This design comes from an exercise in tuning for small area, a short achievable clock period and few clock cycles per item on the open sky130 flow, not from production work. RTL that was checked went through simulation tests only; none was proved equivalent to the original. For runs 1 to 3, only the layout was checked, not whether the RTL still works. Power and IR drop assume default switching activity.

===== flow/design.v =====
module vec_normalize (
  input  logic               clk,
  input  logic               rst,
  input  logic               in_valid,
  output logic               in_ready,
  input  logic signed [27:0] real_1,
  input  logic signed [27:0] imag_1,
  input  logic signed [27:0] real_2,
  input  logic signed [27:0] imag_2,
  input  logic signed [55:0] norm_in,
  output logic               out_valid,
  input  logic               out_ready,
  output logic signed [27:0] q_real_1,
  output logic signed [27:0] q_imag_1,
  output logic signed [27:0] q_real_2,
  output logic signed [27:0] q_imag_2,
  output logic               div_zero,
  output logic               sat
);
  function automatic logic [56:0] bk_add(input logic [55:0] a, input logic [55:0] b, input logic ci);
    logic [56:0] g, p;
    logic [55:0] s;
    g = {a & b, ci};
    p = {a ^ b, 1'b0};
    for (int l = 0; l < 6; l++)
      for (int i = 0; i <= 56; i++)
        if (((i + 1) % (2 << l)) == 0 && i >= (1 << l)) begin
          g[i] = g[i] | (p[i] & g[i - (1 << l)]);
          p[i] = p[i] & p[i - (1 << l)];
        end
    for (int l = 5; l >= 0; l--)
      for (int i = 0; i <= 56; i++)
        if (((i + 1) % (2 << l)) == (1 << l) && i >= (2 << l))
          g[i] = g[i] | (p[i] & g[i - (1 << l)]);
    s = a ^ b ^ g[55:0];
    bk_add = {g[56], s};
  endfunction
  logic [1:0]  sidx;       
  logic [1:0]  ycnt;       
  logic        acc;        
  logic [26:0] s_a;        
  logic        s_sg;
  logic [45:0] ys, yc;     
  logic        y_sg;
  logic [27:0] xsel;
  logic [55:0] c1s, c1c, c2s, c2c, c3s, c3c, c4s, c4c, c5s, c5c;
  logic [55:0] op0, op1, op2, op3, op4, op5, op6;
  logic [56:0] msum;       
  logic        yok, load;
  always_comb begin
    case (sidx)
      2'd0: xsel = real_1;
      2'd1: xsel = imag_1;
      2'd2: xsel = real_2;
      default: xsel = imag_2;
    endcase
  end
  always_comb begin
    op0 = {29'd0, s_a} << 19;
    op1 = ~({29'd0, s_a} << 17);
    op2 = ~({29'd0, s_a} << 11);
    op3 = ~({29'd0, s_a} << 9);
    op4 = ~({29'd0, s_a} << 5);
    op5 = {29'd0, s_a};
    op6 = 56'd4 + (s_sg ? 56'd390625 : 56'd0);
    c1s = op0 ^ op1 ^ op2;
    c1c = ((op0 & op1) | (op0 & op2) | (op1 & op2)) << 1;
    c2s = op3 ^ op4 ^ op5;
    c2c = ((op3 & op4) | (op3 & op5) | (op4 & op5)) << 1;
    c3s = c1s ^ c1c ^ c2s;
    c3c = ((c1s & c1c) | (c1s & c2s) | (c1c & c2s)) << 1;
    c4s = c2c ^ op6 ^ c3s;
    c4c = ((c2c & op6) | (c2c & c3s) | (op6 & c3s)) << 1;
    c5s = c3c ^ c4s ^ c4c;
    c5c = ((c3c & c4s) | (c3c & c4c) | (c4s & c4c)) << 1;
  end
  assign msum = bk_add({10'd0, ys}, {10'd0, yc}, 1'b0);
  assign in_ready = acc;
  assign yok = ~acc & ycnt[1];    
  always_ff @(posedge clk) begin
    s_a  <= xsel[26:0] ^ {27{xsel[27]}};
    s_sg <= xsel[27];
    ys   <= c5s[45:0];
    yc   <= c5c[45:0];
    y_sg <= s_sg;
    if (rst) begin
      sidx <= '0;
      ycnt <= '0;
      acc  <= 1'b0;
    end else begin
      if (acc) begin
        if (in_valid) begin
          acc  <= 1'b0;
          ycnt <= '0;
        end
      end else if (load) begin
        sidx <= sidx + 2'd1;
        ycnt <= '0;
        if (sidx == 2'd3) acc <= 1'b1;
      end else if (!in_valid) begin
        ycnt <= '0;
      end else if (!ycnt[1]) begin
        ycnt <= ycnt + 2'd1;
      end
    end
  end
  logic [53:0] nrm;
  logic [5:0]  nmsb;       
  logic [5:0]  nmsb_in;
  logic        big, dz;
  logic [54:0] sm;         
  always_comb begin
    nmsb_in = '0;
    for (int i = 0; i < 54; i++) if (norm_in[i]) nmsb_in = 6'(i);
  end
  always_comb begin
    sm[54] = big;
    for (int i = 0; i < 54; i++) sm[i] = big | (6'(i) <= nmsb);
  end
  logic [1:0]        run, fin, ld, free, wr, last, satd;
  logic [1:0][4:0]   j;          
  logic [1:0][52:0]  r;          
  logic [1:0][8:0]   l;          
  logic [1:0][15:0]  qp, qn;     
  logic [1:0]        nz, c_sg, c_sat;
  logic [1:0][1:0]   cidx;       
  logic [1:0][53:0]  t, d;
  logic [1:0]        ge, z3, z8, sk3, sk8;
  logic [1:0][15:0]  qp_n, qn_n;
  logic [1:0]        nz_n;
  logic [1:0][16:0]  wdat;
  logic              ov, vfree;
  for (genvar u = 0; u < 2; u++) begin : g_div
    logic [56:0] dsum;
    assign t[u] = {r[u], l[u][8]};
    assign dsum = bk_add({2'd0, t[u]}, {2'b11, ~nrm}, 1'b1);
    assign d[u] = dsum[53:0];
    assign ge[u] = ~dsum[55] & ~big;    
    always_comb begin
      z3[u] = 1'b1;
      z8[u] = 1'b1;
      for (int i = 0; i < 53; i++) begin
        if (i + 4 <= 54) begin
          if (r[u][i] & ~sm[i+4]) z3[u] = 1'b0;
        end else if (r[u][i]) z3[u] = 1'b0;
        if (i + 9 <= 54) begin
          if (r[u][i] & ~sm[i+9]) z8[u] = 1'b0;
        end else if (r[u][i]) z8[u] = 1'b0;
      end
    end
    assign sk8[u]  = (j[u] >= 5'd8) & z8[u];
    assign sk3[u]  = ~sk8[u] & (j[u] >= 5'd3) & z3[u];
    assign last[u] = run[u] & (j[u] == 5'd0);
    assign satd[u] = run[u] & ~sk8[u] & ~sk3[u] & (j[u] == 5'd16) & ge[u];
    assign wr[u]   = (last[u] | fin[u]) & ~ov;
    assign free[u] = (~run[u] & ~fin[u]) | wr[u];
    always_comb begin
      qp_n[u] = qp[u];
      qn_n[u] = qn[u];
      nz_n[u] = nz[u];
      if (run[u]) begin
        if (sk8[u]) begin
          qp_n[u] = {qp[u][7:0], 8'd0};
          qn_n[u] = {qn[u][7:0], 8'd0};
        end else if (sk3[u]) begin
          qp_n[u] = {qp[u][12:0], 3'd0};
          qn_n[u] = {qn[u][12:0], 3'd0};
        end else begin
          qp_n[u] = {qp[u][14:0], ge[u]};
          qn_n[u] = ge[u] ? {~qp[u][14:0], 1'b1} : {qn[u][14:0], 1'b0};
          nz_n[u] = nz[u] | ge[u];
        end
      end
    end
    always_comb begin
      if (c_sat[u]) wdat[u] = c_sg[u] ? {1'b1, 16'h0001} : {1'b0, 16'hffff};
      else          wdat[u] = c_sg[u] ? {nz_n[u], qn_n[u]} : {1'b0, qp_n[u]};
    end
    always_ff @(posedge clk) begin
      if (ld[u]) begin
        r[u] <= {7'd0, msum[45:9]};
        l[u] <= msum[8:0];
        j[u] <= 5'd16;
      end else if (sk8[u]) begin
        r[u] <= {r[u][44:0], l[u][8:1]};
        l[u] <= {l[u][0], 8'd0};
        j[u] <= j[u] - 5'd8;
      end else if (sk3[u]) begin
        r[u] <= {r[u][49:0], l[u][8:6]};
        l[u] <= {l[u][5:0], 3'd0};
        j[u] <= j[u] - 5'd3;
      end else begin
        r[u] <= ge[u] ? d[u][52:0] : t[u][52:0];
        l[u] <= {l[u][7:0], 1'b0};
        j[u] <= j[u] - 5'd1;
      end
      qp[u] <= qp_n[u];
      qn[u] <= qn_n[u];
      nz[u] <= ld[u] ? 1'b0 : nz_n[u];
      if (satd[u]) c_sat[u] <= 1'b1;
      if (ld[u]) begin
        c_sg[u]  <= y_sg;
        c_sat[u] <= 1'b0;
        cidx[u]  <= sidx;
      end
      if (rst) begin
        run[u] <= 1'b0;
        fin[u] <= 1'b0;
      end else if (ld[u]) begin
        run[u] <= 1'b1;
        fin[u] <= 1'b0;
      end else begin
        if (run[u] & (last[u] | satd[u])) run[u] <= 1'b0;
        fin[u] <= satd[u] | ((fin[u] | last[u]) & ov);
      end
    end
  end
  assign vfree = (sidx != 2'd0) | (free[0] & free[1]);
  assign ld[0] = yok & vfree & free[0];
  assign ld[1] = yok & vfree & ~free[0] & free[1];
  assign load  = ld[0] | ld[1];
  always_ff @(posedge clk) begin
    if (load & (sidx == 2'd0)) begin
      nrm  <= norm_in[53:0];
      nmsb <= nmsb_in;
      big  <= norm_in[55] | norm_in[54] | (norm_in == '0);
      dz   <= norm_in[55] | (norm_in == '0);
    end
  end
  logic [3:0][16:0] ob;
  logic [2:0]       wcnt;       
  logic [2:0]       wcnt_n;
  logic             osat, odz;
  assign wcnt_n = wcnt + {2'd0, wr[0]} + {2'd0, wr[1]};
  always_ff @(posedge clk) begin
    for (int k = 0; k < 4; k++) begin
      if (wr[0] & (cidx[0] == 2'(k)))      ob[k] <= wdat[0];
      else if (wr[1] & (cidx[1] == 2'(k))) ob[k] <= wdat[1];
    end
    if (wr[0] | wr[1]) begin
      odz  <= dz;
      osat <= ((wcnt != 3'd0) & osat) | (wr[0] & c_sat[0]) | (wr[1] & c_sat[1]);
    end
    if (rst) begin
      wcnt <= '0;
      ov   <= 1'b0;
    end else if (ov) begin
      if (out_ready) begin
        ov   <= 1'b0;
        wcnt <= '0;
      end
    end else begin
      wcnt <= wcnt_n;
      ov   <= wcnt_n[2];
    end
  end
  assign out_valid = ov;
  assign q_real_1  = {{11{ob[0][16]}}, ob[0]};
  assign q_imag_1  = {{11{ob[1][16]}}, ob[1]};
  assign q_real_2  = {{11{ob[2][16]}}, ob[2]};
  assign q_imag_2  = {{11{ob[3][16]}}, ob[3]};
  assign div_zero  = odz;
  assign sat       = osat;
endmodule

===== flow/constraint.sdc =====
create_clock -name core_clock -period 11.0 [get_ports {clk}]
set_input_delay 2.2000 -clock core_clock [delete_from_list [all_inputs] [get_ports {clk}]]
set_output_delay 2.2000 -clock core_clock [all_outputs]
set_load 0.01 [all_outputs]

===== flow/flow/run.sh =====
#!/bin/bash
# Standard flow, with timing repair aimed well below the clock period.
bash standard.sh SETUP_SLACK_MARGIN=7.5 TNS_END_PERCENT=100 finish > standard.log 2>&1

===== flow/config.mk =====
export PLATFORM = sky130hd
export DESIGN_NAME = vec_normalize
export DESIGN_NICKNAME = vec_normalize
export VERILOG_FILES = /design/flow/design.v
export SDC_FILE = /design/flow/constraint.sdc
export NUM_CORES = 4
export LEC_CHECK = 0
export CAP_MARGIN = 20
export CORE_MARGIN = 2
export CORE_UTILIZATION = 40
export SLEW_MARGIN = 20

===== flow/standard.sh =====
#!/bin/bash
# synth_recipe.tcl (not shown) runs the flow's synth.tcl, then flattens the netlist and writes it again
# the make line also repeats each setting of config.mk as NAME=value (left out here)
make -C /OpenROAD-flow-scripts/flow DESIGN_CONFIG=/design/flow/config.mk WORK_HOME=/design/flow/orfs CLKGATE_MAP_FILE= SYNTH_SCRIPT=/design/flow/synth_recipe.tcl "${@:-finish}"

==> impl_metrics.toml, run 1 <==
[place]
dpl.hpwl_um = 92100
gp_congestion = 1.06
port_buffers = 287
placed_cell_area_um2 = 37000

[critical_path]
path_delay_family = "compound AO/OA/AOI/OAI gates"
critical_path.most_common_cell = "buf_4"
start_kind = "flop"
cp_slowest_stage_delay_ps = 520
crit_buf_inv = 6
cpMaxStageDelayCell = "edfxtp_1"
path_class = "reg2reg"
critPathCaptureType = "flop"
crit_required_ps = 11410
worstPathCellList = "inv_2, buf_6, ha_4, buf_4, o21ai_1, o221ai_2, a21oi_2, o31ai_4, o211ai_1, nand2_1, clkinvlp_4, a21o_4, buf_16, buf_4, mux2i_1, o221ai_1, o221a_2, mux2_4"
cp.arrival_ps = 4690
critPathMaxFanout = 10

[routing]
vias = 33300
postRouteAntennaNets = 0
routedWlPerCell_um = 28.6
drc = 0
initialDrtViolationCount = 3953
avgViaCountPerCell = 6.26
drt_wl_total_um = 152000
dr.pass1.iters = 10

[clock_tree]
clock_latency_ps = 660
clock_path_buffers = 3
clk_pin_slew_ps = 60
cts_tree = "built"
cts_made_buffers = 57
htree_levels = 2
ctsHoldBuffers = 0
clockRootBuffer = "clkbuf_16"
clkSinkCount = 472

[yosys]
synth_top_flop_cell = "dfxtp_1"
async_flop_share_pct = 0
seq_area_frac_synth_pct = 32.4
synth_common_cells = "375 x inv_1, 334 x dfxtp_1, 276 x nor2_1, 250 x a21oi_1, 226 x nand2_1"
ys_ff_latch = 472
synthAdderAreaFrac_pct = 19.4
ys_top_cells_by_area = "dfxtp_1 20%, edfxtp_1 12%, fa_1 11%, ha_1 8.4%, inv_1 4.2%"
syn-cell-area_um2 = 33400
synth_mux_area_share_pct = 3.26
synth_xor_area_share_pct = 3.12
yosysTopAreaCell = "dfxtp_1"
syn_avg_cell_area_um2 = 9.13
synth.most_common_cell = "inv_1"
synth_top_area_share_pct = 20.0
synth_top_family_by_area = "compound AO/OA/AOI/OAI gates"
synthSimpleGateAreaFrac_pct = 11.9
synth_edf_count = 138
synth-compound-area-share_pct = 22.4
yosysWarnings = 1
syn_nets = 4239
syn-instance-count = 3660
ys_types = 89

[sta]
setup_viol_count_final = 0
finalMaxSlewViolations = 0
fmax_mhz = 234
timing.hold.ws_ps = 436
slew_headroom_pct = 18.0
rsz0062_at_grt = "yes"
setup_tns_ps = 0
finalHoldViolCount = 0
worst_pin_slew_ps = 1220
post-route-period-util_pct = 38.9
fin_skew_ps = 43.8
min_period_ps = 4280

[floorplanning]
chipHeight_um = 293
io_pins = 288
coreArea_um2 = 82400
dieArea_um2 = 85800
start_util_pct = 40.5
fp-row-count = 105
die_w_um = 293

[run]
maxCapViolCount = 0

[global_routing]
grt_max_degree = 71
grt_pass1_vias = 31900
antenna_found_initial = 8
grt_pass1_wl_um = 209000
grt_overflow_total = 0
grt_use_total_pct = 32.4

[cells_and_area]
area_growth_pct = 41.9
final_area_um2 = 47400
drive_above_1_share_pct = 29.4
fin_util_pct = 57.5
fin_nets = 4783
fillerInstances = 6966

[status]
outcome = "no timing/DRC/antenna violations"

[power_and_ir_drop]
max-vdd-ir-drop_uv = 157
finalPower_uw = 11700
leakage_uw = 0.0196
power_density_nw_per_um2 = 246

[hold_path]
hp-class = "reg2reg"
==> flip-flops by register name, summed over array words and instances, names as in the netlist, 18 cells and up <==
signal,flops
qn,32
r,106
l,18
ys,46
s_a,27
qp,32
nrm,54
ob,68
yc,44
==> final timing paths <==
path / startpoint / to / slack, ps / cells past startpoint
setup reg to reg: nrm[13]$_DFFE_PP_ / ob[5]$_DFFE_PP_ / 6720 / 18
hold / removal: dz$_DFFE_PP_ / odz$_DFFE_PP_ / 440 / 0
hold reg to reg: dz$_DFFE_PP_ / odz$_DFFE_PP_ / 440 / 0
setup / recovery: nrm[13]$_DFFE_PP_ / ob[5]$_DFFE_PP_ / 6720 / 18
==> layout by cell type, fill, tap and decap left out, drive strengths merged, types with 16 or more instances in the layout <==
cell           instances
a211oi               132
a21o                  65
a21oi                253
a221oi                17
a222oi                47
a2bb2oi               16
a31oi                 19
buf                  488
clkbuf               109
clkdlybuf4s15         31
clkdlybuf4s50        147
clkinv                19
dfxtp                334
edfxtp               138
fa                   182
ha                   225
inv                  373
mux2                  30
mux2i                 75
nand2                226
nand2b                22
nand3                 87
nand4                 31
nor2                 278
nor3                  63
nor4                  29
o211ai                82
o21a                  19
o21ai                182
o21bai                21
o22ai                 49
o2bb2ai               18
or2                   21
or3                   18
xnor2                 38
xor2                  81
==> layer usage <==
layer / vias up / track usage (%) / wire, um
met4: 12 / 20.7 / 13300
met2: 2260 / 50.4 / 65900
li1: 14300 / - / -
met3: 765 / 9.40 / 18500
met5: - / 0.227 / 180
met1: 15900 / 39.2 / 54400
==> timing repair <==
item / 4_1_cts / 5_1_grt
pin swaps: 221 / 280
buffers inserted: 207 / 123
hold endpoints to repair: 0 / 0
endpoints found under the setup margin: 475 / 406
gates cloned: 45 / 23
gates resized for setup: 1059 / 448
==> area by class of cell <==
type / instances / area, um^2 / area share (%)
antenna: 1 / 2.50 / 0.00528
clock buffer: 76 / 1620 / 3.42
clock inverter: 31 / 328 / 0.692
inverter: 376 / 1440 / 3.03
multi-input combinational: 2575 / 23400 / 49.4
sequential: 472 / 10900 / 23.0
tap: 1070 / 1340 / 2.83
timing repair buffer: 722 / 8330 / 17.6
==> stage by stage <==
stage	worst slack [ps]	instances
floorplan	7180	3660
global placement	5300	4817
detailed placement	5330	4817
CTS	6850	5176
global route	6740	5322
finish	6720	5323
==> kinds of logic (layout without fill, tap and decap cells) <==
logic type	Yosys count	count (layout)
AOI/OAI and AO/OA	1089	1092
and+or+nand+nor	848	851
buffers and inverters	619	1205
DFF	472	472
adders and majority gates	408	408
xor gates and xnor gates	119	119
muxes	105	105
other	0	1
==> report_power, final <==
part	switching, uW	leakage (uW)	total [uW]	internal [uW]
clock	821	0.000949	1970	1150
sequential	976	0.00405	3320	2340
combinational	3540	0.0146	6380	2850
total	5330	0.0196	11700	6340
==> inputs of run 2 (changes only) <==
--- a/flow/design.v
+++ b/flow/design.v
@@ -119,3 +119,3 @@
   end
-  logic [1:0]        run, fin, ld, free, wr, last, satd;
+  logic [1:0]        run, fin, ld, free, xfer, last, satd;
   logic [1:0][4:0]   j;          
@@ -123,4 +123,4 @@
   logic [1:0][8:0]   l;          
-  logic [1:0][15:0]  qp, qn;     
-  logic [1:0]        nz, c_sg, c_sat;
+  logic [1:0][15:0]  qp;         
+  logic [1:0]        c_sg, c_sat;
   logic [1:0][1:0]   cidx;       
@@ -128,4 +128,6 @@
   logic [1:0]        ge, z3, z8, sk3, sk8;
-  logic [1:0][15:0]  qp_n, qn_n;
-  logic [1:0]        nz_n;
+  logic [1:0][15:0]  qp_n;
+  logic [1:0]        wv, wsg, wsat, wdz, wbw;
+  logic [1:0][15:0]  wq;
+  logic [1:0][1:0]   widx;
   logic [1:0][16:0]  wdat;
@@ -134,2 +136,3 @@
     logic [56:0] dsum;
+    logic [15:0] mag;
     assign t[u] = {r[u], l[u][8]};
@@ -154,26 +157,15 @@
     assign satd[u] = run[u] & ~sk8[u] & ~sk3[u] & (j[u] == 5'd16) & ge[u];
-    assign wr[u]   = (last[u] | fin[u]) & ~ov;
-    assign free[u] = (~run[u] & ~fin[u]) | wr[u];
+    assign wbw[u]  = wv[u] & ~ov;
+    assign xfer[u] = (last[u] | fin[u]) & (~wv[u] | wbw[u]);
+    assign free[u] = (~run[u] & ~fin[u]) | xfer[u];
     always_comb begin
       qp_n[u] = qp[u];
-      qn_n[u] = qn[u];
-      nz_n[u] = nz[u];
       if (run[u]) begin
-        if (sk8[u]) begin
-          qp_n[u] = {qp[u][7:0], 8'd0};
-          qn_n[u] = {qn[u][7:0], 8'd0};
-        end else if (sk3[u]) begin
-          qp_n[u] = {qp[u][12:0], 3'd0};
-          qn_n[u] = {qn[u][12:0], 3'd0};
-        end else begin
-          qp_n[u] = {qp[u][14:0], ge[u]};
-          qn_n[u] = ge[u] ? {~qp[u][14:0], 1'b1} : {qn[u][14:0], 1'b0};
-          nz_n[u] = nz[u] | ge[u];
-        end
-      end
-    end
-    always_comb begin
-      if (c_sat[u]) wdat[u] = c_sg[u] ? {1'b1, 16'h0001} : {1'b0, 16'hffff};
-      else          wdat[u] = c_sg[u] ? {nz_n[u], qn_n[u]} : {1'b0, qp_n[u]};
-    end
+        if (sk8[u])      qp_n[u] = {qp[u][7:0], 8'd0};
+        else if (sk3[u]) qp_n[u] = {qp[u][12:0], 3'd0};
+        else             qp_n[u] = {qp[u][14:0], ge[u]};
+      end
+    end
+    assign mag = wsat[u] ? 16'hffff : wq[u];
+    assign wdat[u] = wsg[u] ? 17'(-{1'b0, mag}) : {1'b0, mag};
     always_ff @(posedge clk) begin
@@ -197,4 +189,2 @@
       qp[u] <= qp_n[u];
-      qn[u] <= qn_n[u];
-      nz[u] <= ld[u] ? 1'b0 : nz_n[u];
       if (satd[u]) c_sat[u] <= 1'b1;
@@ -205,2 +195,9 @@
       end
+      if (xfer[u]) begin
+        wq[u]   <= qp_n[u];
+        wsg[u]  <= c_sg[u];
+        wsat[u] <= c_sat[u];
+        wdz[u]  <= dz;
+        widx[u] <= cidx[u];
+      end
       if (rst) begin
@@ -208,8 +205,12 @@
         fin[u] <= 1'b0;
-      end else if (ld[u]) begin
-        run[u] <= 1'b1;
-        fin[u] <= 1'b0;
+        wv[u]  <= 1'b0;
       end else begin
-        if (run[u] & (last[u] | satd[u])) run[u] <= 1'b0;
-        fin[u] <= satd[u] | ((fin[u] | last[u]) & ov);
+        wv[u] <= xfer[u] | (wv[u] & ~wbw[u]);
+        if (ld[u]) begin
+          run[u] <= 1'b1;
+          fin[u] <= 1'b0;
+        end else begin
+          if (run[u] & (last[u] | satd[u])) run[u] <= 1'b0;
+          fin[u] <= satd[u] | ((fin[u] | last[u]) & ~xfer[u]);
+        end
       end
@@ -233,11 +234,11 @@
   logic             osat, odz;
-  assign wcnt_n = wcnt + {2'd0, wr[0]} + {2'd0, wr[1]};
+  assign wcnt_n = wcnt + {2'd0, wbw[0]} + {2'd0, wbw[1]};
   always_ff @(posedge clk) begin
     for (int k = 0; k < 4; k++) begin
-      if (wr[0] & (cidx[0] == 2'(k)))      ob[k] <= wdat[0];
-      else if (wr[1] & (cidx[1] == 2'(k))) ob[k] <= wdat[1];
-    end
-    if (wr[0] | wr[1]) begin
-      odz  <= dz;
-      osat <= ((wcnt != 3'd0) & osat) | (wr[0] & c_sat[0]) | (wr[1] & c_sat[1]);
+      if (wbw[0] & (widx[0] == 2'(k)))      ob[k] <= wdat[0];
+      else if (wbw[1] & (widx[1] == 2'(k))) ob[k] <= wdat[1];
+    end
+    if (wbw[0] | wbw[1]) begin
+      odz  <= wbw[0] ? wdz[0] : wdz[1];
+      osat <= ((wcnt != 3'd0) & osat) | (wbw[0] & wsat[0]) | (wbw[1] & wsat[1]);
     end
==> flow/flow/run.sh (replaced) <==
#!/bin/bash
# The standard flow, with its timing repair aimed at a period well below the
# clock's and plain buffers on the ports; make's output goes to standard.log,
# each ORFS step's to its own log under orfs/logs.
bash standard.sh SETUP_SLACK_MARGIN=7.5 TNS_END_PERCENT=100 CORE_UTILIZATION=40 \
  "BUFFER_PORTS_ARGS=-buffer_cell sky130_fd_sc_hd__buf_2" finish > standard.log 2>&1
==> impl_metrics.toml, run 2 <==
[global_routing]
grt_max_degree = 63
grt_pass1_wl_um = 184000
grt_use_total_pct = 28.8
antenna_found_initial = 4
grt_pass1_vias = 28900
grt_overflow_total = 0

[routing]
routedWlPerCell_um = 25.5
initialDrtViolationCount = 3211
postRouteAntennaNets = 0
drc = 0
vias = 29600
drt_wl_total_um = 128000
dr.pass1.iters = 9
avgViaCountPerCell = 5.91

[place]
pre_cts_slack_ps = 5910
dpl.hpwl_um = 81700
dp.cells = 4641
port_buffers = 287
placed_cell_area_um2 = 35000
gp_congestion = 0.970

[cells_and_area]
area_growth_pct = 33.3
largest_register_ffs = 106
fillerInstances = 6988
seqCellArea_um2 = 11500
top_regs = "r: 106 flops, ob: 68 flops, nrm: 54 flops"
finalNonFillerCells = 5002
fin_nets = 4475
largest_register = "r"
mostFrequentLayoutCell = "inv_1"
final_area_um2 = 43600
layout_common_cells = "346 x inv_1, 308 x nor2_1, 259 x dfxtp_1"
multi_input_area_um2 = 21600
drive_above_1_share_pct = 29.9

[critical_path]
critPathMaxFanout = 7
r2r_slack_ps = 7010
crit_required_ps = 11560
cp.arrival_ps = 4550
start_kind = "flop"
critPathCaptureType = "flop"
path_class = "reg2reg"

[clock_tree]
htree_levels = 2
cts_tree = "built"
cts_made_buffers = 55
clk_pin_slew_ps = 70
ctsHoldBuffers = 0
clock_latency_ps = 660
clkSinkCount = 482
clockRootBuffer = "clkbuf_16"
clock_path_buffers = 3

[yosys]
seq_area_frac_synth_pct = 35.0
synth_common_cells = "365 x inv_1, 340 x nor2_1, 302 x dfxtp_1, 265 x a21oi_1, 227 x ha_1"
yosysWarnings = 1
synth_top_area_share_pct = 18.5
syn_nets = 4036
ys_top_cells_by_area = "dfxtp_1 19%, edfxtp_1 17%, fa_1 11%, ha_1 8.7%, inv_1 4.2%"
synth.most_common_cell = "inv_1"
syn-instance-count = 3455
synth_top_flop_cell = "dfxtp_1"
synth_edf_count = 180
ys_types = 82
async_flop_share_pct = 0
ys_ff_latch = 482
syn-cell-area_um2 = 32700
yosysTopAreaCell = "dfxtp_1"
syn_avg_cell_area_um2 = 9.46

[sta]
rsz0062_at_grt = "yes"
min_period_ps = 3990
post-route-period-util_pct = 36.3
fmax_mhz = 251
setup_tns_ps = 0
worst_pin_slew_ps = 1090
fin_skew_ps = 38.4
finalHoldViolCount = 0
postLayoutSetupSlackWorst_ps = 7010
setup_viol_count_final = 0
slew_headroom_pct = 27.1
timing.hold.ws_ps = 413
finalMaxSlewViolations = 0

[power_and_ir_drop]
leakage_uw = 0.0185
max-vdd-ir-drop_uv = 118
power_density_nw_per_um2 = 251

[floorplanning]
fp-row-count = 104
io_pins = 288
dieArea_um2 = 84000
start_util_pct = 40.5
die_w_um = 290
chipHeight_um = 290
coreArea_um2 = 80700

[run]
maxCapViolCount = 0

[status]
outcome = "no timing/DRC/antenna violations"

[hold_path]
hp-class = "reg2reg"
run 2: cell types whose count changed after synthesis, moves of 33 or more:
| cell | previous run | this run |
|---|---|---|
| a211oi_1 | 132 | 13 |
| o211ai_1 | 82 | 8 |
| mux2_2 | 30 | 77 |
| nand2_1 | 226 | 193 |
| edfxtp_1 | 138 | 180 |
| nor2_1 | 276 | 340 |
run 2: layout make-up:
cell class / instances / area share [%]
Multi-Input combinational cell: 2407 / 49.5
Sequential cell: 482 / 26.5
Timing Repair Buffer: 581 / 13.4
Clock buffer: 76 / 3.60
Inverter: 367 / 3.21
Tap cell: 1060 / 3.05
Clock inverter: 28 / 0.710
Antenna cell: 1 / 0.00575
run 2: where the power goes:
| part | switching [uW] | total (uW) | internal (uW) | leakage (uW) |
|---|---|---|---|---|
| logic | 3110 | 5740 | 2630 | 0.0134 |
| clock network | 819 | 1920 | 1100 | 0.000907 |
| registers | 908 | 3290 | 2380 | 0.00415 |
| total | 4830 | 11000 | 6120 | 0.0185 |
run 2: metal layers:
layer	up-vias	global-route usage (%)	wire length (um)
met3	508	6.07	12600
li1	13200	-	-
met4	6	16.7	9410
met5	-	0	37
met2	1727	46.1	57300
met1	14200	35.9	48300
run 2: timing repair:
item,4_1_cts,5_1_grt
buffers inserted,127,71
cloned,44,14
resized for setup,572,307
endpoints found under the setup margin,327,326
pin swaps,175,142
run 2: worst paths after layout:
| kind | end | cells past startpoint | startpoint |
|---|---|---|---|
| min reg2reg | widx[0]$_DFFE_PP_ | 0 | cidx[0]$_DFFE_PP_ |
| max | r[51]$_SDFF_PP0_ | 16 | r[12]$_DFF_P_ |
| max reg2reg | r[51]$_SDFF_PP0_ | 16 | r[12]$_DFF_P_ |
| min | widx[0]$_DFFE_PP_ | 0 | cidx[0]$_DFFE_PP_ |
run 2: cells by family (layout without fill, tap and decap cells):
group,Yosys count,count (layout),share of synthesized area [%]
other cells,0,1,0
fa+ha+maj,410,410,19.9
simple gates,832,834,11.6
flops,482,482,35.0
buf+inv,570,1052,7.16
xor+xnor,131,131,3.51
compound gates,883,885,18.0
mux,147,147,4.80
run 2: worst max-delay path, cell delays in order (launching register included):
cell      delay (ps)
dfxtp_1          470
ha_2             250
and2_4           150
a2111o_1         330
nor4_4           430
a211oi_4         120
buf_12           160
o31ai_4          310
o31ai_2           90
inv_1            110
o31a_1           180
o21ai_2          120
a211oi_2         270
fa_1             450
mux2i_2          220
o21ai_0          110
a21oi_1          150
run 2: metrics by stage:
stage               utilization [%]  total power (uW)
floorplan                         -              6100
CTS                            51.3             10400
global placement               43.3              7750
global route                   54.0             11600
detailed placement             43.3              7810
finish                         54.0             11000
==> inputs of run 3 (changes only) <==
--- a/flow/design.v
+++ b/flow/design.v
@@ -49,2 +49,3 @@
   logic        yok, load;
+  logic        itag;       
   always_comb begin
@@ -89,2 +90,3 @@
       acc  <= 1'b0;
+      itag <= 1'b0;
     end else begin
@@ -98,3 +100,6 @@
         ycnt <= '0;
-        if (sidx == 2'd3) acc <= 1'b1;
+        if (sidx == 2'd3) begin
+          acc  <= 1'b1;
+          itag <= ~itag;
+        end
       end else if (!in_valid) begin
@@ -106,7 +111,4 @@
   end
-  logic [53:0] nrm;
-  logic [5:0]  nmsb;       
-  logic [5:0]  nmsb_in;
-  logic        big, dz;
-  logic [54:0] sm;         
+  logic [5:0]  nmsb_in;    
+  logic        big_in, dz_in;
   always_comb begin
@@ -115,6 +117,4 @@
   end
-  always_comb begin
-    sm[54] = big;
-    for (int i = 0; i < 54; i++) sm[i] = big | (6'(i) <= nmsb);
-  end
+  assign dz_in  = norm_in[55] | (norm_in == '0);
+  assign big_in = dz_in | norm_in[54];
   logic [1:0]        run, fin, ld, free, xfer, last, satd;
@@ -129,3 +129,8 @@
   logic [1:0][15:0]  qp_n;
-  logic [1:0]        wv, wsg, wsat, wdz, wbw;
+  logic [1:0][53:0]  nrm;        
+  logic [1:0][5:0]   nmsb;       
+  logic [1:0]        big, dz, ctag;
+  logic [1:0][54:0]  sm;         
+  logic [1:0]        wv, wsg, wsat, wdz, wbw, wtag;
+  logic              otag;       
   logic [1:0][15:0]  wq;
@@ -138,5 +143,9 @@
     assign t[u] = {r[u], l[u][8]};
-    assign dsum = bk_add({2'd0, t[u]}, {2'b11, ~nrm}, 1'b1);
+    assign dsum = {3'd0, t[u]} - {3'd0, nrm[u]};
     assign d[u] = dsum[53:0];
-    assign ge[u] = ~dsum[55] & ~big;    
+    assign ge[u] = ~dsum[55] & ~big[u];    
+    always_comb begin
+      sm[u][54] = big[u];
+      for (int i = 0; i < 54; i++) sm[u][i] = big[u] | (6'(i) <= nmsb[u]);
+    end
     always_comb begin
@@ -146,6 +155,6 @@
         if (i + 4 <= 54) begin
-          if (r[u][i] & ~sm[i+4]) z3[u] = 1'b0;
+          if (r[u][i] & ~sm[u][i+4]) z3[u] = 1'b0;
         end else if (r[u][i]) z3[u] = 1'b0;
         if (i + 9 <= 54) begin
-          if (r[u][i] & ~sm[i+9]) z8[u] = 1'b0;
+          if (r[u][i] & ~sm[u][i+9]) z8[u] = 1'b0;
         end else if (r[u][i]) z8[u] = 1'b0;
@@ -157,3 +166,3 @@
     assign satd[u] = run[u] & ~sk8[u] & ~sk3[u] & (j[u] == 5'd16) & ge[u];
-    assign wbw[u]  = wv[u] & ~ov;
+    assign wbw[u]  = wv[u] & ~ov & (wtag[u] == otag);
     assign xfer[u] = (last[u] | fin[u]) & (~wv[u] | wbw[u]);
@@ -194,2 +203,7 @@
         cidx[u]  <= sidx;
+        ctag[u]  <= itag;
+        nrm[u]   <= norm_in[53:0];
+        nmsb[u]  <= nmsb_in;
+        big[u]   <= big_in;
+        dz[u]    <= dz_in;
       end
@@ -199,4 +213,5 @@
         wsat[u] <= c_sat[u];
-        wdz[u]  <= dz;
+        wdz[u]  <= dz[u];
         widx[u] <= cidx[u];
+        wtag[u] <= ctag[u];
       end
@@ -218,14 +233,5 @@
   end
-  assign vfree = (sidx != 2'd0) | (free[0] & free[1]);
-  assign ld[0] = yok & vfree & free[0];
-  assign ld[1] = yok & vfree & ~free[0] & free[1];
+  assign ld[0] = yok & free[0];
+  assign ld[1] = yok & ~free[0] & free[1];
   assign load  = ld[0] | ld[1];
-  always_ff @(posedge clk) begin
-    if (load & (sidx == 2'd0)) begin
-      nrm  <= norm_in[53:0];
-      nmsb <= nmsb_in;
-      big  <= norm_in[55] | norm_in[54] | (norm_in == '0);
-      dz   <= norm_in[55] | (norm_in == '0);
-    end
-  end
   logic [3:0][16:0] ob;
@@ -247,2 +253,3 @@
       ov   <= 1'b0;
+      otag <= 1'b0;
     end else if (ov) begin
@@ -251,2 +258,3 @@
         wcnt <= '0;
+        otag <= ~otag;
       end
==> impl_metrics.toml, run 3 <==
[yosys]
ys_top_cells_by_area = "edfxtp_1 20%, dfxtp_1 17%, ha_1 7.8%, fa_1 7.3%, a21oi_1 4.8%"
syn_avg_cell_area_um2 = 9.23
seq_area_frac_synth_pct = 37.1
ys_types = 101
synth_edf_count = 246
syn-cell-area_um2 = 36300
async_flop_share_pct = 0
synth_top_area_share_pct = 20.3
yosysTopAreaCell = "edfxtp_1"
syn_nets = 4465
ys_ff_latch = 550
syn-instance-count = 3934
synth_common_cells = "374 x inv_1, 347 x a21oi_1, 340 x nor2_1, 304 x dfxtp_1, 272 x nand2_1"
yosysWarnings = 1
synth_top_flop_cell = "dfxtp_1"
synth.most_common_cell = "inv_1"

[sta]
rsz0062_at_grt = "yes"
timing.hold.ws_ps = 411
post-route-period-util_pct = 35.9
slew_headroom_pct = 30.7
postLayoutSetupSlackWorst_ps = 7060
setup_viol_count_final = 0
fin_skew_ps = 32.4
setup_tns_ps = 0
min_period_ps = 3950
fmax_mhz = 253
finalMaxSlewViolations = 0
finalHoldViolCount = 0
worst_pin_slew_ps = 1040

[floorplanning]
dieArea_um2 = 93200
chipHeight_um = 305
io_pins = 288
die_w_um = 305
start_util_pct = 40.3
coreArea_um2 = 90000
fp-row-count = 110

[critical_path]
cp.arrival_ps = 4270
crit_required_ps = 11330
critPathCaptureType = "flop"
cp_slowest_stage_delay_ps = 270
path_class = "in2reg"
path_delay_family = "compound AO/OA/AOI/OAI gates"
worstPathCellList = "buf_6, nor2_4, o31ai_4, a211oi_2, o31ai_2, a21boi_2, o31ai_2, a211oi_2, nor3_2, o311ai_1, a311oi_1, o31ai_1, a21boi_1"
reg2reg_depth = 13
cpMaxStageDelayCell = "o31ai_1"
critPathMaxFanout = 4
worstReg2RegStart = "r[71]$_DFF_P_"
r2r-end = "r[81]$_DFF_P_"
r2r_slack_ps = 7250
crit_buf_inv = 1
start_kind = "input port"

[place]
port_buffers = 287
pre_cts_slack_ps = 6030
dp.cells = 5202
dpl.hpwl_um = 92600
gp_congestion = 0.951

[routing]
initialDrtViolationCount = 3394
routedWlPerCell_um = 23.8
postRouteAntennaNets = 0
drt_wl_total_um = 131000
dr.pass1.iters = 6
drc = 0
avgViaCountPerCell = 5.93
vias = 32700

[cells_and_area]
largest_register_ffs = 108
area_growth_pct = 23.7
drive_above_1_share_pct = 23.6
mostFrequentLayoutCell = "inv_1"
top_regs = "nrm: 108 flops, r: 106 flops, ob: 68 flops"
fin_nets = 4813
largest_register = "nrm"
finalNonFillerCells = 5514
layout_common_cells = "366 x inv_1, 306 x nor2_1, 306 x a21oi_1"

[clock_tree]
clock_latency_ps = 610
clkSinkCount = 550
clock_path_buffers = 3
ctsHoldBuffers = 0
htree_levels = 3
cts_made_buffers = 67
clockRootBuffer = "clkbuf_16"
cts_tree = "built"
clk_pin_slew_ps = 60

[global_routing]
grt_max_degree = 67
grt_pass1_wl_um = 188000
antenna_found_initial = 7
grt_use_total_pct = 26.1
grt_pass1_vias = 30400
grt_overflow_total = 0

[power_and_ir_drop]
pwr-share-comb_pct = 52.8
max-vdd-ir-drop_uv = 198
power_density_nw_per_um2 = 274
power.switching_uw = 5490
p_int_uw = 6820
switching_share_pct = 44.6
pwr-share-clk_pct = 18.2
p_seq_share_pct = 29.0
leakage_uw = 0.0188

[hold_path]
hp-class = "reg2reg"
hold_start = "dz[1]$_DFFE_PP_"
hold_end = "wdz[1]$_DFFE_PP_"
holdPathStages = 0

[run]
maxCapViolCount = 0

[status]
outcome = "no timing/DRC/antenna violations"
run 3: cell types whose count changed after synthesis, moves of 42 or more:
cell,change
o21ai_0,+80
nand2_1,+79
a21oi_1,+82
fa_1,-50
edfxtp_1,+66
nor3_1,+42
mux2_2,-56
run 3: stage by stage:
stage               power, uW  utilization [%]  instance area (um^2)
floorplan                6710                -                 36400
global placement         8760             42.6                 38400
detailed placement       8790             42.6                 38400
CTS                     11600             47.2                 42500
global route            13000             49.9                 44900
finish                  12300             49.9                 44900
run 3: repair_timing:
action / 4_1_cts / 5_1_grt
resized for setup: 244 / 382
gates cloned: 13 / 19
endpoints found under the setup margin: 369 / 248
setup buffers: 78 / 77
pin swaps: 62 / 156
run 3: routing by layer:
metal  track usage (%)  vias up  share of wire (%)
met5                 0        -              0.021
met4              13.6        4                6.4
met3              4.51      384                9.8
met2              41.3     1814                 44
li1                  -    14900                  -
met1              34.1    15600                 40
run 3: power by group through the flow:
stage          logic [uW]  registers [uW]  clock network, uW
4_1_cts              5860            3450               2280
3_3_place_gp         5300            3470                  0
3_5_place_dp         5330            3460                  0
6_report             6500            3560               2240
5_1_grt              7040            3570               2350
2_1_floorplan        3660            3050                  0
run 3: worst register-to-register path, cell delays in order (launching register included):
cell and delay (ps):
dfxtp_1 610, ha_1 380, and3_1 230, a221oi_2 410
nand2_1 190, o211ai_1 200, buf_4 180, a211oi_4 90
buf_4 160, o21a_4 220, buf_6 140, clkbuf_16 190
a311oi_1 440, o211ai_1 190
run 3: area by class of cell:
type / instances / area [um^2]
multi-input combinational: 2787 / 22100
inverter: 381 / 1470
sequential: 550 / 13600
clock buffer: 95 / 1910
tap: 1176 / 1470
antenna: 4 / 10.0
clock inverter: 26 / 297
timing repair buffer: 495 / 4110
fill: 8321 / 45100
run 3: cells by family (layout without fill, tap and decap cells):
family	after synthesis	count (layout)	synth area share [%]
multiplexers	95	95	2.69
XOR/XNOR	162	162	3.91
other	0	4	0
buffers and inverters	604	997	7.18
flip-flops	550	550	37.1
AO/OA/AOI/OAI	1182	1186	21.5
adder cells (fa/ha/maj)	361	361	15.2
AND/OR/NAND/NOR	980	983	12.5
run 3: how the worst max path moves through the flow:
| stage | startpoint | end | cells after the start |
|---|---|---|---|
| 6_report | norm_in[3] | nmsb[7]$_DFFE_PP_ | 13 |
| 4_1_cts | norm_in[5] | nmsb[7]$_DFFE_PP_ | 12 |
| 2_1_floorplan | norm_in[7] | nmsb[1]$_DFFE_PP_ | 12 |
| 5_1_grt | norm_in[7] | nmsb[7]$_DFFE_PP_ | 13 |
| 3_3_place_gp | nmsb[1]$_DFFE_PP_ | r[36]$_DFF_P_ | 12 |
| 3_5_place_dp | nmsb[2]$_DFFE_PP_ | r[36]$_DFF_P_ | 12 |
==> inputs of run 4 (changes only) <==
--- a/flow/design.v
+++ b/flow/design.v
@@ -143,3 +143,3 @@
     assign t[u] = {r[u], l[u][8]};
-    assign dsum = {3'd0, t[u]} - {3'd0, nrm[u]};
+    assign dsum = bk_add({2'd0, t[u]}, {2'b11, ~nrm[u]}, 1'b1);
     assign d[u] = dsum[53:0];
==> impl_metrics.toml, run 4 <==
[critical_path]
cp_slowest_stage_delay_ps = 530
worstPathCellList = "inv_2, ha_4, nand4_1, nor4_4, buf_4, nand2_2, o211ai_1, nor3_4, or4_4, buf_4, nand2_1, a21oi_1, fa_2, a211oi_1, a221o_1"
path_class = "reg2reg"
start_kind = "flop"
critPathMaxFanout = 3
cpMaxStageDelayCell = "fa_2"
crit_required_ps = 11490
critPathCaptureType = "flop"
path_delay_family = "simple AND/OR/NAND/NOR gates"
crit_buf_inv = 3
critical_path.most_common_cell = "buf_4"
worstReg2RegStart = "nrm[37]$_DFFE_PP_"
crit_start = "nrm[37]$_DFFE_PP_"
cp.arrival_ps = 4250

[sta]
setup_tns_ps = 0
fmax_mhz = 266
worst_pin_slew_ps = 1130
post-route-period-util_pct = 34.1
timing.hold.ws_ps = 412
postLayoutSetupSlackWorst_ps = 7250
finalMaxSlewViolations = 0
min_period_ps = 3750
fin_skew_ps = 25.3
slew_headroom_pct = 24.7
finalHoldViolCount = 0
setup_viol_count_final = 0
rsz0062_at_grt = "yes"

[status]
outcome = "no timing/DRC/antenna violations"

[clock_tree]
clock_latency_ps = 620
cts_made_buffers = 66
htree_levels = 3
cts_tree = "built"
clock_path_buffers = 3
clk_pin_slew_ps = 60
clkSinkCount = 550
clockRootBuffer = "clkbuf_16"

[yosys]
synth-compound-area-share_pct = 19.1
synth_top_flop_cell = "dfxtp_1"
syn_avg_cell_area_um2 = 9.67
synth_mux_area_share_pct = 3.34
ys_top_cells_by_area = "edfxtp_1 21%, dfxtp_1 17%, fa_1 10%, ha_1 8.0%, inv_1 4.6%"
syn_nets = 4276
synth_top_family_by_area = "compound AO/OA/AOI/OAI gates"
ys_ff_latch = 550
synth_xor_area_share_pct = 3.14
syn-cell-area_um2 = 35700
yosysWarnings = 1
syn-instance-count = 3694
synth_common_cells = "435 x inv_1, 304 x dfxtp_1, 287 x nor2_1, 264 x a21oi_1, 246 x edfxtp_1"
async_flop_share_pct = 0
synthSimpleGateAreaFrac_pct = 10.7
ys_types = 93
synth.most_common_cell = "inv_1"
synth_top_area_share_pct = 20.7
seq_area_frac_synth_pct = 37.7
synthAdderAreaFrac_pct = 18.3
synth_edf_count = 246
yosysTopAreaCell = "edfxtp_1"

[cells_and_area]
top_regs = "nrm: 108 flops, r: 106 flops, ob: 68 flops"
layout_common_cells = "430 x inv_1, 266 x nor2_1, 255 x dfxtp_1"
drive_above_1_share_pct = 25.1
largest_register_ffs = 108
finalNonFillerCells = 5304
area_growth_pct = 26.4
largest_register = "nrm"
fin_nets = 4660
mostFrequentLayoutCell = "inv_1"

[routing]
vias = 31100
routedWlPerCell_um = 24.0
postRouteAntennaNets = 0
avgViaCountPerCell = 5.86
drt_wl_total_um = 127000
dr.pass1.iters = 9
drc = 0
initialDrtViolationCount = 3652

[power_and_ir_drop]
max-vdd-ir-drop_uv = 154
leakage_uw = 0.0188
power_density_nw_per_um2 = 268

[global_routing]
grt_overflow_total = 0
grt_max_degree = 75
grt_use_total_pct = 26.6
grt_pass1_vias = 29600
grt_pass1_wl_um = 184000
antenna_found_initial = 23

[floorplanning]
start_util_pct = 40.4
coreArea_um2 = 88400
chipHeight_um = 303
die_w_um = 303
fp-row-count = 109
io_pins = 288
dieArea_um2 = 91700

[place]
dp.cells = 4961
gp_congestion = 0.974
dpl.hpwl_um = 88100
pre_cts_slack_ps = 6030
port_buffers = 287

[hold_path]
hold_start = "cidx[3]$_DFFE_PP_"
hp-class = "reg2reg"

[run]
maxCapViolCount = 0
[run 4: cell types whose count changed after synthesis, moves of 36 or more]
cell      previous run  this run
nor2_1             340       287
a21o_1              72        36
a21oi_1            347       264
inv_1              374       435
o21ai_0            239       201
o221ai_1            41         2
fa_1               132       182
[run 4: final cells by class]
class / count / area, um^2
tap: 1165 / 1460
fill: 7867 / 43200
timing repair buffer: 521 / 4590
multi-input combinational: 2500 / 21700
antenna: 10 / 25.0
sequential: 550 / 13600
clock inverter: 25 / 275
inverter: 439 / 1670
clock buffer: 94 / 1910
[run 4: worst paths after layout]
kind | endpoint | slack, ps | cells after the start
min reg2reg | widx[3]$_DFFE_PP_ | 410 | 0
max reg2reg | r[51]$_SDFF_PP0_ | 7250 | 15
min | widx[3]$_DFFE_PP_ | 410 | 0
max | r[51]$_SDFF_PP0_ | 7250 | 15
[run 4: timing repair]
item / CTS / global route
resized for setup: 367 / 245
pin swaps: 93 / 127
setup endpoints to repair: 340 / 225
hold buffers: 0 / 0
gates cloned: 20 / 12
buffers inserted: 113 / 69
[run 4: logic make-up after synthesis]
kind of cell | Yosys count
AOI/OAI and AO/OA | 1004
xor gates and xnor gates | 128
adders and majority gates | 413
buffers and inverters | 650
DFF | 550
muxes | 116
and+or+nand+nor | 833
[run 4: stage by stage]
step / utilization, % / instance area, um^2 / power, uW
floorplan: - / 35700 / 6560
global placement: 42.8 / 37800 / 8470
detailed placement: 42.8 / 37800 / 8540
CTS: 48.9 / 43200 / 11500
global route: 51.1 / 45100 / 12800
finish: 51.1 / 45100 / 12100
[run 4: power breakdown]
group          switching [uW]  internal (uW)  leakage, uW
Combinational            3590           2780       0.0130
Clock                     906           1310      0.00106
Sequential                815           2680      0.00477
[run 4: layer usage]
layer,up-vias,global-route usage [%],part of all wire (%)
li1,14000,-,-
met1,14900,33.9,39
met2,1738,41.9,44
met3,422,5.79,9.4
met4,28,15.5,6.7
met5,-,0,0.16
Testbench counts of run 4, summed over its fixed seeds: cycles 9,678, items 512.

==> afterwards: timing with drivers on the ports <==
In the flow no input, the clock included, has a driving cell. The finished layouts below were timed again as built, in two steps.
Step 1 (the two cells are an assumption about what drives the block):
set clk [get_ports {clk}]
set_driving_cell -lib_cell sky130_fd_sc_hd__clkbuf_16 $clk
set_driving_cell -lib_cell sky130_fd_sc_hd__buf_2 [delete_from_list [all_inputs] $clk]
Step 2 adds t to the input delays and takes it off the output delays; t is the mean of the earliest and latest rising clock arrival at the registers after step 1. Input paths then give back, and output paths get back, about the clock's delay inside the block.
Slacks: no drivers / after step 1 / after step 2; pairs: no drivers / after step 1.
run | shift t [ns] | slack for setup (ns) | hold slack, ns | worst setup path after step 2 | worst data-port slew with drivers (ns)
run 1 | 0.710 | 6.719 / 6.719 / 6.492 | 0.436 / 0.436 / 0.436 | input to register | 0.07
run 2 | 0.707 | 7.011 / 7.011 / 6.685 | 0.413 / 0.413 / 0.413 | input to register | 0.09
run 3 | 0.667 | 7.055 / 7.025 / 6.358 | 0.411 / 0.411 / 0.411 | input to register | 0.13
run 4 | 0.677 | 7.248 / 7.248 / 6.609 | 0.412 / 0.412 / 0.412 | input to register | 0.14
After both steps every run listed still meets setup and hold. The setup slack of run 3, which loses most, moves by -0.030 ns with the drivers and by -0.697 ns with both steps.
